Context: an optimization exercise on an open-source flow, tuned for small area, a short achievable clock period and few clock cycles per item. The choices shown serve that exercise and are no tape-out recipe.
RTL that was checked went through simulation tests only; none was proved equivalent to the original.
Power figures rest on the tool's default switching activity, not on a simulated workload.

==> inputs of job 3386 <==
==> flow/design.v <==
package saw_pkg;
  localparam logic [1:0] MODE_RX   = 2'd0;
  localparam logic [1:0] MODE_ENQ  = 2'd1;
  localparam logic [1:0] MODE_TICK = 2'd2;
  localparam logic [1:0] SEND_NONE = 2'd0;
  localparam logic [1:0] SEND_ATOM = 2'd1;
  localparam logic [1:0] SEND_INIT = 2'd2;
  localparam logic CFG_INIT_CHAR  = 1'b0;
  localparam logic CFG_ERROR_CHAR = 1'b1;
  localparam int WORD_W  = 64;
  localparam int COUNT_W = 9;
  localparam logic [2:0] OP_NOP     = 3'd0;
  localparam logic [2:0] OP_RX_INIT = 3'd1;
  localparam logic [2:0] OP_RX_DATA = 3'd2;
  localparam logic [2:0] OP_ENQ     = 3'd3;
  localparam logic [2:0] OP_TICK    = 3'd4;
  typedef logic [2:0] op_kind_t;
  typedef struct packed {
    op_kind_t          kind;
    logic [7:0]        rx_byte;
    logic [WORD_W-1:0] message;
  } op_t;
  typedef struct packed {
    logic [1:0]         send_kind;
    logic [WORD_W-1:0]  atom;
    logic               acked;
    logic               enqueue_accepted;
    logic [COUNT_W-1:0] queue_count;
    logic               link_ready;
  } res_t;
endpackage
module stop_and_wait_echo_ack_sender_core #(
  parameter int MSG_BYTES   = 8,
  parameter int QUEUE_DEPTH = 8
) (
  input  logic        clk,
  input  logic        rst,
  input  logic        in_valid,
  output logic        in_stall,
  input  logic [1:0]  mode,
  input  logic [7:0]  rx_byte,
  input  logic [63:0] message,
  output logic        out_valid,
  input  logic        out_stall,
  output logic [1:0]  send_kind,
  output logic [63:0] atom,
  output logic        acked,
  output logic        enqueue_accepted,
  output logic [8:0]  queue_count,
  output logic        link_ready,
  input  logic        cfg_write,
  input  logic        cfg_index,
  input  logic [7:0]  cfg_data
);
  logic [7:0] init_char;
  logic [7:0] error_char;
  always_ff @(posedge clk) begin
    if (rst) begin
      init_char  <= 8'd0;
      error_char <= 8'd0;
    end else if (cfg_write) begin
      if (cfg_index) error_char <= cfg_data;
      else           init_char  <= cfg_data;
    end
  end
  logic [63:0] q [8];        
  logic [3:0]  fill;         
  logic [8:0]  fill_oh;      
  logic        pend;         
  logic        link_up;
  logic        ack_ok;       
  logic        have_lead;    
  logic [2:0]  idx;          
  logic [7:0]  lead;         
  logic        mm;           
  logic        chk;          
  logic        mmx;          
  logic [1:0]  o_kind;
  logic [63:0] o_atom;
  logic        o_acked;
  logic        o_enq;
  logic [3:0] fill_up, fill_dn;
  assign fill_up = {fill_oh[7], fill_oh[6] | fill_oh[5] | fill_oh[4] | fill_oh[3],
                    fill_oh[6] | fill_oh[5] | fill_oh[2] | fill_oh[1],
                    fill_oh[6] | fill_oh[4] | fill_oh[2] | fill_oh[0]};
  assign fill_dn = {1'b0, fill_oh[8] | fill_oh[7] | fill_oh[6] | fill_oh[5],
                    fill_oh[8] | fill_oh[7] | fill_oh[4] | fill_oh[3],
                    fill_oh[8] | fill_oh[6] | fill_oh[4] | fill_oh[2]};
  logic go;
  assign in_stall = out_stall;
  assign go       = in_valid & ~out_stall;
  logic is_rx, is_init, rx_init, rx_data, is_enq, is_tick, enq_ok;
  assign is_rx   = (mode == 2'd0);
  assign is_init = (rx_byte == init_char);
  assign rx_init = is_rx & is_init;
  assign rx_data = is_rx & ~is_init & link_up;
  assign is_enq  = (mode == 2'd1);
  assign is_tick = (mode == 2'd2);
  assign enq_ok  = is_enq & ~fill_oh[8];
  logic nonempty, last, byte_ne, match, fin, send, deq;
  logic [7:0] hbyte;
  assign nonempty  = ~fill_oh[0];
  assign last      = have_lead & (idx == 3'd7);
  assign hbyte     = q[0][8*idx +: 8];
  assign byte_ne   = (rx_byte != hbyte);
  assign match     = nonempty & (lead != error_char) & ~mmx & (rx_byte == q[0][63:56]);
  assign fin       = rx_data & last;
  assign send      = fin ? (match ? ~(fill_oh[0] | fill_oh[1]) : nonempty)
                         : (is_tick & link_up & ack_ok & nonempty);
  assign deq       = go & fin & match;
  logic       shift;
  logic [7:0] tail;          
  logic [7:0] ld;
  logic [7:0] hold;
  logic [6:0] st;            
  assign shift   = pend & ~(go & is_enq & ~fill_oh[7]);
  assign tail[0] = ~pend & fill_oh[0];
  for (genvar i = 1; i < 7; i++) begin : g_tail
    assign tail[i] = pend ? fill_oh[i-1] : fill_oh[i];
  end
  assign tail[7] = pend ? (fill_oh[6] | fill_oh[7]) : fill_oh[7];
  for (genvar i = 0; i < 8; i++) begin : g_ld
    assign ld[i] = go & is_enq & tail[i];
  end
  for (genvar i = 0; i < 7; i++) begin : g_hold
    assign hold[i] = ~(shift | ld[i]);
  end
  assign hold[7] = ~ld[7];
  for (genvar k = 0; k < 7; k++) begin : g_st
    assign st[k] = go & rx_data & have_lead & fill_oh[0] & (idx == 3'(k));
  end
  logic [6:0] lane_ne;
  for (genvar k = 0; k < 7; k++) begin : g_lane
    assign lane_ne[k] = (q[0][8*k +: 8] != q[7][8*k +: 8]) & (3'(k) < idx);
  end
  assign mmx = mm | (chk & (|lane_ne));
  for (genvar i = 0; i < 7; i++) begin : g_q
    always_ff @(posedge clk) begin
      q[i] <= ({64{shift}} & q[i+1]) | ({64{ld[i]}} & message) | ({64{hold[i]}} & q[i]);
    end
  end
  for (genvar k = 0; k < 8; k++) begin : g_q7
    if (k < 7) begin : g_st_lane
      always_ff @(posedge clk) begin
        q[7][8*k +: 8] <= ({8{ld[7]}} & message[8*k +: 8]) | ({8{st[k]}} & rx_byte)
                        | ({8{hold[7] & ~st[k]}} & q[7][8*k +: 8]);
      end
    end else begin : g_plain_lane
      always_ff @(posedge clk) begin
        q[7][8*k +: 8] <= ({8{ld[7]}} & message[8*k +: 8]) | ({8{hold[7]}} & q[7][8*k +: 8]);
      end
    end
  end
  logic sel0, sel1, show;
  assign show = go ? send : o_kind[0];
  assign sel1 = show & ((go & deq) | pend);
  assign sel0 = show & ~((go & deq) | pend);
  always_ff @(posedge clk) begin
    o_atom <= ({64{sel0}} & q[0]) | ({64{sel1}} & q[1]);
  end
  always_ff @(posedge clk) begin
    if (go & rx_data & ~have_lead) begin
      lead <= rx_byte;
    end
    if (go & rx_data & ~have_lead) begin
      mm <= 1'b0;
    end else begin
      mm <= mmx | (go & rx_data & nonempty & byte_ne);
    end
    if (go) begin
      o_kind  <= rx_init ? 2'd2 : send ? 2'd1 : 2'd0;
      o_acked <= fin & match;
      o_enq   <= enq_ok;
    end
  end
  always_ff @(posedge clk) begin
    if (rst) begin
      fill      <= 4'd0;
      fill_oh   <= 9'd1;
      pend      <= 1'b0;
      chk       <= 1'b0;
      link_up   <= 1'b0;
      ack_ok    <= 1'b0;
      have_lead <= 1'b0;
      idx       <= 3'd0;
      out_valid <= 1'b0;
    end else begin
      pend <= deq | (pend & ~shift);
      chk  <= go & is_enq & fill_oh[0] & have_lead;
      if (go) begin
        out_valid <= 1'b1;
      end else if (~out_stall) begin
        out_valid <= 1'b0;
      end
      if (deq) begin
        fill    <= fill_dn;
        fill_oh <= fill_oh >> 1;
      end else if (go & enq_ok) begin
        fill    <= fill_up;
        fill_oh <= fill_oh << 1;
      end
      if (go & rx_init) begin
        link_up <= 1'b1;
        if (~link_up) ack_ok <= 1'b1;
      end else if (go & fin) begin
        if (send)        ack_ok <= 1'b0;
        else if (match)  ack_ok <= 1'b1;
      end else if (go & send) begin
        ack_ok <= 1'b0;
      end
      if (go & rx_data) begin
        have_lead <= ~last;
        if (have_lead) idx <= idx + 3'd1;
      end
    end
  end
  assign send_kind        = o_kind;
  assign atom             = o_atom;
  assign acked            = o_acked;
  assign enqueue_accepted = o_enq;
  assign queue_count      = {5'd0, fill};
  assign link_ready       = link_up;
endmodule
==> flow/flow/run.sh <==
#!/bin/bash
# Standard layout, except that the delay cells (clkdlybuf4s*, dlygate*, dlymetal*)
# are don't-use after synthesis, so port buffers, repair and hold fixing use
# plain buffers. Synthesis is the standard one, unchanged.
set -euo pipefail
cd "$(dirname "$0")/.."
bash standard.sh synth > synth.log 2>&1
DU=$(make -s -C "$FLOW_HOME" DESIGN_CONFIG="$PWD/config.mk" WORK_HOME="$PWD/orfs" print-DONT_USE_CELLS 2>/dev/null | sed -n 's/^DONT_USE_CELLS: //p')
EXTRA=""
for c in clkdlybuf4s15_1 clkdlybuf4s15_2 clkdlybuf4s18_1 clkdlybuf4s18_2 clkdlybuf4s25_1 clkdlybuf4s25_2 \
         clkdlybuf4s50_1 clkdlybuf4s50_2 dlygate4sd1_1 dlygate4sd2_1 dlygate4sd3_1 \
         dlymetal6s2s_1 dlymetal6s4s_1 dlymetal6s6s_1; do
  EXTRA="$EXTRA sky130_fd_sc_hd__$c"
done
bash standard.sh "DONT_USE_CELLS=$DU$EXTRA" finish > layout.log 2>&1
==> flow/standard.sh <==
#!/bin/bash
# synth_recipe.tcl (not shown) runs the flow's synth.tcl, then flattens the netlist and writes it again
# the make line also repeats each setting of config.mk as NAME=value (left out here)
make -C /OpenROAD-flow-scripts/flow DESIGN_CONFIG=/design/flow/config.mk WORK_HOME=/design/flow/orfs CLKGATE_MAP_FILE= SYNTH_SCRIPT=/design/flow/synth_recipe.tcl "${@:-finish}"
==> flow/config.mk <==
export PLATFORM = sky130hd
export DESIGN_NAME = stop_and_wait_echo_ack_sender_core
export DESIGN_NICKNAME = stop_and_wait_echo_ack_sender_core
export VERILOG_FILES = /design/flow/design.v
export SDC_FILE = /design/flow/constraint.sdc
export NUM_CORES = 4
export LEC_CHECK = 0
export CAP_MARGIN = 20
export CORE_MARGIN = 2
export CORE_UTILIZATION = 50
export CTS_CLUSTER_DIAMETER = 100
export CTS_CLUSTER_SIZE = 26
export SETUP_SLACK_MARGIN = 2.68
export SLEW_MARGIN = 50
==> flow/constraint.sdc <==
create_clock -name core_clock -period 5.0 [get_ports {clk}]
set_input_delay 1.0000 -clock core_clock [delete_from_list [all_inputs] [get_ports {clk}]]
set_output_delay 1.0000 -clock core_clock [all_outputs]
set_load 0.01 [all_outputs]
==> job 7379 (differences from job 3386) <==
--- a/flow/design.v
+++ b/flow/design.v
@@ -64,7 +64,6 @@
     end
   end
   logic [63:0] q [8];        
-  logic [3:0]  fill;         
   logic [8:0]  fill_oh;      
   logic        pend;         
   logic        link_up;
@@ -73,22 +72,23 @@
   logic [2:0]  idx;          
   logic [7:0]  lead;         
   logic        mm;           
-  logic        chk;          
-  logic        mmx;          
+  logic        mme;          
+  logic        a_v;
+  logic [1:0]  a_kind;
+  logic        a_acked;
+  logic        a_enq;
+  logic        a_h0;         
+  logic        a_h1;         
   logic [1:0]  o_kind;
   logic [63:0] o_atom;
   logic        o_acked;
   logic        o_enq;
-  logic [3:0] fill_up, fill_dn;
-  assign fill_up = {fill_oh[7], fill_oh[6] | fill_oh[5] | fill_oh[4] | fill_oh[3],
-                    fill_oh[6] | fill_oh[5] | fill_oh[2] | fill_oh[1],
-                    fill_oh[6] | fill_oh[4] | fill_oh[2] | fill_oh[0]};
-  assign fill_dn = {1'b0, fill_oh[8] | fill_oh[7] | fill_oh[6] | fill_oh[5],
-                    fill_oh[8] | fill_oh[7] | fill_oh[4] | fill_oh[3],
-                    fill_oh[8] | fill_oh[6] | fill_oh[4] | fill_oh[2]};
-  logic go;
+  logic [3:0]  o_count;
+  logic        o_link;
+  logic go, b_adv;
   assign in_stall = out_stall;
   assign go       = in_valid & ~out_stall;
+  assign b_adv    = ~(out_valid & out_stall);
   logic is_rx, is_init, rx_init, rx_data, is_enq, is_tick, enq_ok;
   assign is_rx   = (mode == 2'd0);
   assign is_init = (rx_byte == init_char);
@@ -103,40 +103,36 @@
   assign last      = have_lead & (idx == 3'd7);
   assign hbyte     = q[0][8*idx +: 8];
   assign byte_ne   = (rx_byte != hbyte);
-  assign match     = nonempty & (lead != error_char) & ~mmx & (rx_byte == q[0][63:56]);
+  assign match     = nonempty & (lead != error_char) & ~mm & ~mme & (rx_byte == q[0][63:56]);
   assign fin       = rx_data & last;
   assign send      = fin ? (match ? ~(fill_oh[0] | fill_oh[1]) : nonempty)
                          : (is_tick & link_up & ack_ok & nonempty);
   assign deq       = go & fin & match;
-  logic       shift;
-  logic [7:0] tail;          
+  logic       pend_next;
   logic [7:0] ld;
+  logic [6:0] shf;
   logic [7:0] hold;
   logic [6:0] st;            
-  assign shift   = pend & ~(go & is_enq & ~fill_oh[7]);
-  assign tail[0] = ~pend & fill_oh[0];
-  for (genvar i = 1; i < 7; i++) begin : g_tail
-    assign tail[i] = pend ? fill_oh[i-1] : fill_oh[i];
-  end
-  assign tail[7] = pend ? (fill_oh[6] | fill_oh[7]) : fill_oh[7];
-  for (genvar i = 0; i < 8; i++) begin : g_ld
-    assign ld[i] = go & is_enq & tail[i];
-  end
-  for (genvar i = 0; i < 7; i++) begin : g_hold
-    assign hold[i] = ~(shift | ld[i]);
-  end
+  assign pend_next = deq;
+  for (genvar i = 0; i < 7; i++) begin : g_ld
+    assign ld[i]   = |fill_oh[i:0];           
+    assign shf[i]  = ~ld[i] & pend;
+    assign hold[i] = ~ld[i] & ~pend;
+  end
+  assign ld[7]   = |fill_oh[7:1];
   assign hold[7] = ~ld[7];
   for (genvar k = 0; k < 7; k++) begin : g_st
-    assign st[k] = go & rx_data & have_lead & fill_oh[0] & (idx == 3'(k));
+    assign st[k] = fill_oh[0] & (idx == 3'(k));
   end
   logic [6:0] lane_ne;
+  logic       mm_enq;
   for (genvar k = 0; k < 7; k++) begin : g_lane
-    assign lane_ne[k] = (q[0][8*k +: 8] != q[7][8*k +: 8]) & (3'(k) < idx);
-  end
-  assign mmx = mm | (chk & (|lane_ne));
+    assign lane_ne[k] = (message[8*k +: 8] != q[7][8*k +: 8]) & (3'(k) < idx);
+  end
+  assign mm_enq = |lane_ne;
   for (genvar i = 0; i < 7; i++) begin : g_q
     always_ff @(posedge clk) begin
-      q[i] <= ({64{shift}} & q[i+1]) | ({64{ld[i]}} & message) | ({64{hold[i]}} & q[i]);
+      q[i] <= ({64{shf[i]}} & q[i+1]) | ({64{ld[i]}} & message) | ({64{hold[i]}} & q[i]);
     end
   end
   for (genvar k = 0; k < 8; k++) begin : g_q7
@@ -151,52 +147,33 @@
       end
     end
   end
-  logic sel0, sel1, show;
-  assign show = go ? send : o_kind[0];
-  assign sel1 = show & ((go & deq) | pend);
-  assign sel0 = show & ~((go & deq) | pend);
-  always_ff @(posedge clk) begin
-    o_atom <= ({64{sel0}} & q[0]) | ({64{sel1}} & q[1]);
-  end
   always_ff @(posedge clk) begin
     if (go & rx_data & ~have_lead) begin
       lead <= rx_byte;
     end
+    if (go & rx_data) begin
+      if (~have_lead) mm <= 1'b0;
+      else            mm <= mm | (nonempty & byte_ne);
+    end
     if (go & rx_data & ~have_lead) begin
-      mm <= 1'b0;
-    end else begin
-      mm <= mmx | (go & rx_data & nonempty & byte_ne);
-    end
-    if (go) begin
-      o_kind  <= rx_init ? 2'd2 : send ? 2'd1 : 2'd0;
-      o_acked <= fin & match;
-      o_enq   <= enq_ok;
-    end
-  end
-  always_ff @(posedge clk) begin
-    if (rst) begin
-      fill      <= 4'd0;
+      mme <= 1'b0;
+    end else if (go & is_enq & fill_oh[0]) begin
+      mme <= mm_enq;
+    end
+  end
+  always_ff @(posedge clk) begin
+    if (rst) begin
       fill_oh   <= 9'd1;
       pend      <= 1'b0;
-      chk       <= 1'b0;
       link_up   <= 1'b0;
       ack_ok    <= 1'b0;
       have_lead <= 1'b0;
       idx       <= 3'd0;
-      out_valid <= 1'b0;
     end else begin
-      pend <= deq | (pend & ~shift);
-      chk  <= go & is_enq & fill_oh[0] & have_lead;
-      if (go) begin
-        out_valid <= 1'b1;
-      end else if (~out_stall) begin
-        out_valid <= 1'b0;
-      end
+      pend <= pend_next;
       if (deq) begin
-        fill    <= fill_dn;
         fill_oh <= fill_oh >> 1;
       end else if (go & enq_ok) begin
-        fill    <= fill_up;
         fill_oh <= fill_oh << 1;
       end
       if (go & rx_init) begin
@@ -214,10 +191,49 @@
       end
     end
   end
+  logic a_show;
+  assign a_show = go ? send : (a_h0 | a_h1);
+  always_ff @(posedge clk) begin
+    if (rst) begin
+      a_v <= 1'b0;
+    end else if (go) begin
+      a_v <= 1'b1;
+    end else if (b_adv) begin
+      a_v <= 1'b0;
+    end
+    if (go) begin
+      a_kind  <= rx_init ? 2'd2 : send ? 2'd1 : 2'd0;
+      a_acked <= fin & match;
+      a_enq   <= enq_ok;
+    end
+    a_h0 <= a_show & ~pend_next;
+    a_h1 <= a_show & pend_next;
+  end
+  logic [3:0] count;
+  assign count = {fill_oh[8],
+                  fill_oh[7] | fill_oh[6] | fill_oh[5] | fill_oh[4],
+                  fill_oh[7] | fill_oh[6] | fill_oh[3] | fill_oh[2],
+                  fill_oh[7] | fill_oh[5] | fill_oh[3] | fill_oh[1]};
+  always_ff @(posedge clk) begin
+    if (rst) begin
+      out_valid <= 1'b0;
+    end else if (b_adv) begin
+      out_valid <= a_v;
+    end
+    if (b_adv) begin
+      o_kind  <= a_kind;
+      o_acked <= a_acked;
+      o_enq   <= a_enq;
+      o_count <= count;
+      o_link  <= link_up;
+    end
+    o_atom <= ({64{b_adv & a_h0}} & q[0]) | ({64{b_adv & a_h1}} & q[1])
+            | ({64{~b_adv}} & o_atom);
+  end
   assign send_kind        = o_kind;
   assign atom             = o_atom;
   assign acked            = o_acked;
   assign enqueue_accepted = o_enq;
-  assign queue_count      = {5'd0, fill};
-  assign link_ready       = link_up;
+  assign queue_count      = {5'd0, o_count};
+  assign link_ready       = o_link;
 endmodule
--- a/flow/config.mk
+++ b/flow/config.mk
@@ -10,5 +10,5 @@
 export CORE_UTILIZATION = 50
 export CTS_CLUSTER_DIAMETER = 100
 export CTS_CLUSTER_SIZE = 26
-export SETUP_SLACK_MARGIN = 2.68
+export SETUP_SLACK_MARGIN = 2.66
 export SLEW_MARGIN = 50
==> job 9575 (differences from job 3386) <==
--- a/flow/design.v
+++ b/flow/design.v
@@ -64,7 +64,6 @@
     end
   end
   logic [63:0] q [8];        
-  logic [3:0]  fill;         
   logic [8:0]  fill_oh;      
   logic        pend;         
   logic        link_up;
@@ -73,22 +72,23 @@
   logic [2:0]  idx;          
   logic [7:0]  lead;         
   logic        mm;           
-  logic        chk;          
-  logic        mmx;          
+  logic        mme;          
+  logic        a_v;
+  logic [1:0]  a_kind;
+  logic        a_acked;
+  logic        a_enq;
+  logic        a_h0;         
+  logic        a_h1;         
   logic [1:0]  o_kind;
   logic [63:0] o_atom;
   logic        o_acked;
   logic        o_enq;
-  logic [3:0] fill_up, fill_dn;
-  assign fill_up = {fill_oh[7], fill_oh[6] | fill_oh[5] | fill_oh[4] | fill_oh[3],
-                    fill_oh[6] | fill_oh[5] | fill_oh[2] | fill_oh[1],
-                    fill_oh[6] | fill_oh[4] | fill_oh[2] | fill_oh[0]};
-  assign fill_dn = {1'b0, fill_oh[8] | fill_oh[7] | fill_oh[6] | fill_oh[5],
-                    fill_oh[8] | fill_oh[7] | fill_oh[4] | fill_oh[3],
-                    fill_oh[8] | fill_oh[6] | fill_oh[4] | fill_oh[2]};
-  logic go;
+  logic [3:0]  o_count;
+  logic        o_link;
+  logic go, b_adv;
   assign in_stall = out_stall;
   assign go       = in_valid & ~out_stall;
+  assign b_adv    = ~(out_valid & out_stall);
   logic is_rx, is_init, rx_init, rx_data, is_enq, is_tick, enq_ok;
   assign is_rx   = (mode == 2'd0);
   assign is_init = (rx_byte == init_char);
@@ -103,18 +103,20 @@
   assign last      = have_lead & (idx == 3'd7);
   assign hbyte     = q[0][8*idx +: 8];
   assign byte_ne   = (rx_byte != hbyte);
-  assign match     = nonempty & (lead != error_char) & ~mmx & (rx_byte == q[0][63:56]);
+  assign match     = nonempty & (lead != error_char) & ~mm & ~mme & (rx_byte == q[0][63:56]);
   assign fin       = rx_data & last;
   assign send      = fin ? (match ? ~(fill_oh[0] | fill_oh[1]) : nonempty)
                          : (is_tick & link_up & ack_ok & nonempty);
   assign deq       = go & fin & match;
   logic       shift;
+  logic       pend_next;
   logic [7:0] tail;          
   logic [7:0] ld;
   logic [7:0] hold;
   logic [6:0] st;            
-  assign shift   = pend & ~(go & is_enq & ~fill_oh[7]);
-  assign tail[0] = ~pend & fill_oh[0];
+  assign shift     = pend & ~(go & is_enq & ~fill_oh[7]);
+  assign pend_next = deq | (pend & ~shift);
+  assign tail[0]   = ~pend & fill_oh[0];
   for (genvar i = 1; i < 7; i++) begin : g_tail
     assign tail[i] = pend ? fill_oh[i-1] : fill_oh[i];
   end
@@ -127,13 +129,14 @@
   end
   assign hold[7] = ~ld[7];
   for (genvar k = 0; k < 7; k++) begin : g_st
-    assign st[k] = go & rx_data & have_lead & fill_oh[0] & (idx == 3'(k));
+    assign st[k] = fill_oh[0] & (idx == 3'(k));
   end
   logic [6:0] lane_ne;
+  logic       mm_enq;
   for (genvar k = 0; k < 7; k++) begin : g_lane
-    assign lane_ne[k] = (q[0][8*k +: 8] != q[7][8*k +: 8]) & (3'(k) < idx);
-  end
-  assign mmx = mm | (chk & (|lane_ne));
+    assign lane_ne[k] = (message[8*k +: 8] != q[7][8*k +: 8]) & (3'(k) < idx);
+  end
+  assign mm_enq = |lane_ne;
   for (genvar i = 0; i < 7; i++) begin : g_q
     always_ff @(posedge clk) begin
       q[i] <= ({64{shift}} & q[i+1]) | ({64{ld[i]}} & message) | ({64{hold[i]}} & q[i]);
@@ -151,52 +154,33 @@
       end
     end
   end
-  logic sel0, sel1, show;
-  assign show = go ? send : o_kind[0];
-  assign sel1 = show & ((go & deq) | pend);
-  assign sel0 = show & ~((go & deq) | pend);
-  always_ff @(posedge clk) begin
-    o_atom <= ({64{sel0}} & q[0]) | ({64{sel1}} & q[1]);
-  end
   always_ff @(posedge clk) begin
     if (go & rx_data & ~have_lead) begin
       lead <= rx_byte;
     end
+    if (go & rx_data) begin
+      if (~have_lead) mm <= 1'b0;
+      else            mm <= mm | (nonempty & byte_ne);
+    end
     if (go & rx_data & ~have_lead) begin
-      mm <= 1'b0;
-    end else begin
-      mm <= mmx | (go & rx_data & nonempty & byte_ne);
-    end
-    if (go) begin
-      o_kind  <= rx_init ? 2'd2 : send ? 2'd1 : 2'd0;
-      o_acked <= fin & match;
-      o_enq   <= enq_ok;
-    end
-  end
-  always_ff @(posedge clk) begin
-    if (rst) begin
-      fill      <= 4'd0;
+      mme <= 1'b0;
+    end else if (go & is_enq & fill_oh[0]) begin
+      mme <= mm_enq;
+    end
+  end
+  always_ff @(posedge clk) begin
+    if (rst) begin
       fill_oh   <= 9'd1;
       pend      <= 1'b0;
-      chk       <= 1'b0;
       link_up   <= 1'b0;
       ack_ok    <= 1'b0;
       have_lead <= 1'b0;
       idx       <= 3'd0;
-      out_valid <= 1'b0;
     end else begin
-      pend <= deq | (pend & ~shift);
-      chk  <= go & is_enq & fill_oh[0] & have_lead;
-      if (go) begin
-        out_valid <= 1'b1;
-      end else if (~out_stall) begin
-        out_valid <= 1'b0;
-      end
+      pend <= pend_next;
       if (deq) begin
-        fill    <= fill_dn;
         fill_oh <= fill_oh >> 1;
       end else if (go & enq_ok) begin
-        fill    <= fill_up;
         fill_oh <= fill_oh << 1;
       end
       if (go & rx_init) begin
@@ -214,10 +198,49 @@
       end
     end
   end
+  logic a_show;
+  assign a_show = go ? send : (a_h0 | a_h1);
+  always_ff @(posedge clk) begin
+    if (rst) begin
+      a_v <= 1'b0;
+    end else if (go) begin
+      a_v <= 1'b1;
+    end else if (b_adv) begin
+      a_v <= 1'b0;
+    end
+    if (go) begin
+      a_kind  <= rx_init ? 2'd2 : send ? 2'd1 : 2'd0;
+      a_acked <= fin & match;
+      a_enq   <= enq_ok;
+    end
+    a_h0 <= a_show & ~pend_next;
+    a_h1 <= a_show & pend_next;
+  end
+  logic [3:0] count;
+  assign count = {fill_oh[8],
+                  fill_oh[7] | fill_oh[6] | fill_oh[5] | fill_oh[4],
+                  fill_oh[7] | fill_oh[6] | fill_oh[3] | fill_oh[2],
+                  fill_oh[7] | fill_oh[5] | fill_oh[3] | fill_oh[1]};
+  always_ff @(posedge clk) begin
+    if (rst) begin
+      out_valid <= 1'b0;
+    end else if (b_adv) begin
+      out_valid <= a_v;
+    end
+    if (b_adv) begin
+      o_kind  <= a_kind;
+      o_acked <= a_acked;
+      o_enq   <= a_enq;
+      o_count <= count;
+      o_link  <= link_up;
+    end
+    o_atom <= ({64{b_adv & a_h0}} & q[0]) | ({64{b_adv & a_h1}} & q[1])
+            | ({64{~b_adv}} & o_atom);
+  end
   assign send_kind        = o_kind;
   assign atom             = o_atom;
   assign acked            = o_acked;
   assign enqueue_accepted = o_enq;
-  assign queue_count      = {5'd0, fill};
-  assign link_ready       = link_up;
+  assign queue_count      = {5'd0, o_count};
+  assign link_ready       = o_link;
 endmodule
--- a/flow/config.mk
+++ b/flow/config.mk
@@ -10,5 +10,5 @@
 export CORE_UTILIZATION = 50
 export CTS_CLUSTER_DIAMETER = 100
 export CTS_CLUSTER_SIZE = 26
-export SETUP_SLACK_MARGIN = 2.68
+export SETUP_SLACK_MARGIN = 2.6
 export SLEW_MARGIN = 50
==> job 2295 (differences from job 3386) <==
--- a/flow/config.mk
+++ b/flow/config.mk
@@ -10,5 +10,5 @@
 export CORE_UTILIZATION = 50
 export CTS_CLUSTER_DIAMETER = 100
 export CTS_CLUSTER_SIZE = 26
-export SETUP_SLACK_MARGIN = 2.68
+export SETUP_SLACK_MARGIN = 2.6
 export SLEW_MARGIN = 50
==> run notes <==
Clock power is about the same in job 3386 and job 7379. Total power: job 9575 < job 3386 < job 2295 < job 7379. Of job 3386 and job 7379, job 3386 has the higher design area (gap 4.8%, measured against job 7379). Utilization, lowest first: job 9575, job 7379, job 2295, job 3386. The lowest combinational power belongs to job 9575, the highest to job 7379. Worst setup slack: job 9575 is higher than job 3386 (410 ps). Against job 7379, the sequential power of job 9575 is smaller by 5.2%. Register-to-register slack: job 9575 is higher than job 7379 (30 ps). In job 9575 the synthesized cell count is larger than in job 2295, by 3.9%.
==> figures <==
metric	job 3386	job 7379	job 2295	job 9575
Outcome	no timing/DRC/antenna violations	no timing/DRC/antenna violations	no timing/DRC/antenna violations	no timing/DRC/antenna violations
First-pass GRT wire length	125,000 microns	115,000 microns	126,000 microns	122,000 microns
Maximum frequency from static timing analysis	0.353 GHz	0.426 GHz	0.362 GHz	0.413 GHz
Total power per unit cell area	305 mW/mm^2	341 mW/mm^2	322 mW/mm^2	332 mW/mm^2
Sequential cell area	0.0128 sq mm	0.0130 sq mm	0.0128 sq mm	0.0130 sq mm
Ratio of layout area to synthesized area	1.210x	1.078x	1.150x	1.070x
Post-layout instance area	0.0303 sq mm	0.0289 sq mm	0.0288 sq mm	0.0276 sq mm
Total area of multi-input combinational cells	0.0135 sq mm	0.0129 sq mm	0.0119 sq mm	0.0114 sq mm
Amount of wire on met3 after detailed routing	5660 microns	3230 microns	5980 microns	5580 microns
Layout Nets	3,020	3,021	3,025	3,053
DR iter-0 viols	1,931	1,393	2,183	2,275
GRT met2 Usage	49.7%	42.6%	51.3%	48.4%
Switching share of power	27.0%	27.3%	27.0%	26.1%
Number of sequential cells	626	635	626	635
Depth of the most critical reg-to-reg path	11	9	13	7
Routed via count divided by cell count	5.97	5.69	5.95	5.97
Final WS setup	2170 ps	2650 ps	2240 ps	2580 ps
Number of antenna violations at the first check in global routing	3	4	2	2
Non-clock inverters	8	7	8	7
Post-synthesis instance area	0.0251 sq mm	0.0269 sq mm	0.0251 sq mm	0.0258 sq mm
Testbench counts of job 9575, summed over its fixed seeds: cycles 5,819, items 5,795.
Function not checked in job 3386, job 7379 and job 2295: the RTL went through the layout flow alone.

## separate check: timing with driven ports
In the flow no input, the clock included, has a driving cell. The finished layouts below were timed again as built, in two steps. Step 1 assumes that a clkbuf_16 drives the clock port and a buf_2 every other input. Step 2 adds t to the input delays and takes it off the output delays; t is the mean of the earliest and latest rising clock arrival at the registers after step 1. Input paths then give back, and output paths get back, about the clock's delay inside the block. a / b / c = ideal ports / drivers / drivers and shift; a / b = the first two.
| run | t (ns) | setup slack, ns | worst setup path at the end | slew at the worst register clock pin (ns) |
|---|---|---|---|---|
| job 3386 | 0.672 | 2.167 / 2.167 / 1.720 | input to register | 0.11 / 0.11 |
| job 7379 | 0.669 | 2.652 / 2.662 / 2.018 | input to register | 0.11 / 0.11 |
| job 9575 | 0.669 | 2.581 / 2.619 / 1.950 | input to register | 0.11 / 0.11 |
| job 2295 | 0.669 | 2.240 / 2.240 / 1.778 | input to register | 0.11 / 0.11 |
After both steps setup and hold are still met in every run listed. For job 7379, which loses most, drivers alone change the setup slack by +0.010 ns; drivers and shift together by -0.634 ns.
